Background: an optimization exercise with open tools, aiming at small area. Do not read the settings as production practice. At most, simulation tests tie the RTL to the original design; equivalence was not proved. Power figures rest on the tool's default switching activity, not on a simulated workload.

## before
==> module spf_cmp, before the edit <==
module spf_cmp (input logic [31:0] an, input logic [31:0] b, output logic gt);
  logic [4:0] cc;
  assign cc[0] = 1'b0;
  spf_cmpk u_c0 (.an(an[7:0]), .b(b[7:0]), .ci(cc[0]), .co(cc[1]));
  spf_cmpk u_c1 (.an(an[15:8]), .b(b[15:8]), .ci(cc[1]), .co(cc[2]));
  spf_cmpk u_c2 (.an(an[23:16]), .b(b[23:16]), .ci(cc[2]), .co(cc[3]));
  spf_cmpk u_c3 (.an(an[31:24]), .b(b[31:24]), .ci(cc[3]), .co(cc[4]));
  assign gt = cc[4];
endmodule
==> flow/config.mk <==
export PLATFORM = sky130hd
export DESIGN_NAME = spectrum_peak_finder
export DESIGN_NICKNAME = spectrum_peak_finder
export VERILOG_FILES = /design/flow/design.v
export SDC_FILE = /design/flow/constraint.sdc
export NUM_CORES = 4
export LEC_CHECK = 0
export CAP_MARGIN = 20
export CORE_MARGIN = 2
export CORE_UTILIZATION = 60
export GPL_TIMING_DRIVEN = 0
export SLEW_MARGIN = 20
export SYNTH_HIERARCHICAL = 1
export SYNTH_MINIMUM_KEEP_SIZE = 0
==> flow/constraint.sdc <==
create_clock -name core_clock -period 7.5 [get_ports {clk}]
set_input_delay 1.5000 -clock core_clock [delete_from_list [all_inputs] [get_ports {clk}]]
set_output_delay 1.5000 -clock core_clock [all_outputs]
set_load 0.01 [all_outputs]
standard.sh (not shown) runs the stock make flow with config.mk's settings and CLKGATE_MAP_FILE= SYNTH_SCRIPT=/design/flow/synth_recipe.tcl, a recipe that flattens the netlist after the stock synthesis.
==> flow/flow/run.sh <==
#!/bin/bash
# Own layout flow: the standard layout (standard.sh, which also runs the
# standard synthesis) with these changes:
#  - after synthesis, the synthesis buffers are removed and flow/downsize.tcl swaps each combinational cell to the
#    smallest drive strength of its family (repair steps upsize as needed);
#  - the port buffers that buffer_ports inserts are sky130_fd_sc_hd__buf_1
#    (every input and output port still gets its own buffer);
#  - clock tree synthesis builds the tree from clkbuf_4 without dummy loads.
# Each tool's output goes to a log of its own in this folder (standard_synth.log,
# downsize.log, standard_flow.log); ORFS also keeps per-step logs in orfs/logs/.
set -euo pipefail
export BUFFER_PORTS_ARGS="-buffer_cell sky130_fd_sc_hd__buf_1"
export CTS_ARGS="-sink_clustering_enable -repair_clock_nets -dont_use_dummy_load -buf_list sky130_fd_sc_hd__clkbuf_4 -sink_clustering_size 10"
bash standard.sh synth > standard_synth.log 2>&1
R=orfs/results/$FLOW_PLATFORM/spectrum_peak_finder/base
cat > downsize_run.tcl <<EOT
read_liberty $FLOW_HOME/platforms/$FLOW_PLATFORM/lib/sky130_fd_sc_hd__tt_025C_1v80.lib
read_db $R/1_synth.odb
remove_buffers
source flow/downsize.tcl
write_db $R/1_synth.odb
EOT
openroad -no_init -exit downsize_run.tcl > downsize.log 2>&1
bash standard.sh > standard_flow.log 2>&1
Other scripts of this flow, unchanged in this note and not shown: flow/flow/downsize.tcl
The following lists how after was set up differently from before:
diff --git a/flow/design.v b/flow/design.v
--- a/flow/design.v
+++ b/flow/design.v
@@ -1598,11 +1598,23 @@
 endmodule
 module spf_cmp (input logic [31:0] an, input logic [31:0] b, output logic gt);
-  logic [4:0] cc;
-  assign cc[0] = 1'b0;
-  spf_cmpk u_c0 (.an(an[7:0]), .b(b[7:0]), .ci(cc[0]), .co(cc[1]));
-  spf_cmpk u_c1 (.an(an[15:8]), .b(b[15:8]), .ci(cc[1]), .co(cc[2]));
-  spf_cmpk u_c2 (.an(an[23:16]), .b(b[23:16]), .ci(cc[2]), .co(cc[3]));
-  spf_cmpk u_c3 (.an(an[31:24]), .b(b[31:24]), .ci(cc[3]), .co(cc[4]));
-  assign gt = cc[4];
+  logic [8:0] cn;
+  assign cn[0] = 1'b1;
+  spf_or2 u_m0 (.a(an[0]), .b(b[0]), .y(cn[1]));
+  spf_maj3 u_m1 (.a(an[1]), .b(b[1]), .c(cn[1]), .y(cn[2]));
+  spf_maj3 u_m2 (.a(an[2]), .b(b[2]), .c(cn[2]), .y(cn[3]));
+  spf_maj3 u_m3 (.a(an[3]), .b(b[3]), .c(cn[3]), .y(cn[4]));
+  spf_maj3 u_m4 (.a(an[4]), .b(b[4]), .c(cn[4]), .y(cn[5]));
+  spf_maj3 u_m5 (.a(an[5]), .b(b[5]), .c(cn[5]), .y(cn[6]));
+  spf_maj3 u_m6 (.a(an[6]), .b(b[6]), .c(cn[6]), .y(cn[7]));
+  spf_maj3 u_m7 (.a(an[7]), .b(b[7]), .c(cn[7]), .y(cn[8]));
+  logic [3:0] cc;
+  spf_inv u_ci (.a(cn[8]), .y(cc[0]));
+  spf_cmpk u_c0 (.an(an[15:8]), .b(b[15:8]), .ci(cc[0]), .co(cc[1]));
+  spf_cmpk u_c1 (.an(an[23:16]), .b(b[23:16]), .ci(cc[1]), .co(cc[2]));
+  spf_cmpk u_c2 (.an(an[31:24]), .b(b[31:24]), .ci(cc[2]), .co(cc[3]));
+  assign gt = cc[3];
+endmodule
+module spf_maj3 (input logic a, input logic b, input logic c, output logic y);
+  assign y = (a & b) | (c & (a | b));
 endmodule
 module spf_cmpk (input logic [7:0] an, input logic [7:0] b, input logic ci, output logic co);
### Flow results
after has worst-case vdd ir drop below what before had.
after — post-route clock period utilization 3.3 points higher, before as reference
before has higher net count of the mapped netlist than after.
From before to after the numbers moved as follows: pre-CTS setup slack saw a decrease, final weighted congestion of routability-driven global placement saw an increase, overall die width saw little to no change.
On total power, before loses to after.
Of after and before, after shows the lower post-layout worst setup margin, with before above it.
Only the layout flow was run in before; the RTL was not checked for function there.

## port drivers added, routing unchanged
The flow's constraints put no driver on any port. The routed layouts listed below were extracted and timed again, unchanged, in two steps.
Step 1: set_driving_cell puts a clkbuf_16 on clk and a buf_2 on each other input, an assumption about the parent block.
Step 2 times the ports against the registers' clock, not the clock port: input delays grow and output delays shrink by t, the midpoint of the rising clock arrivals with the driver on.
Three values: ideal ports, drivers, drivers and shift; two values: the first two.
| run | shift t [ns] | setup WS [ns] | worst setup path at the end |
|---|---|---|---|
| before | 0.526 | 0.599 / 0.607 / 0.081 | input to register |
| after | 0.510 | 0.355 / 0.366 / -0.144 | input to register |
With both steps, setup timing fails in after, where it was met with ideal ports. For before, which loses most, drivers alone change the setup slack by +0.008 ns; drivers and shift together by -0.518 ns.
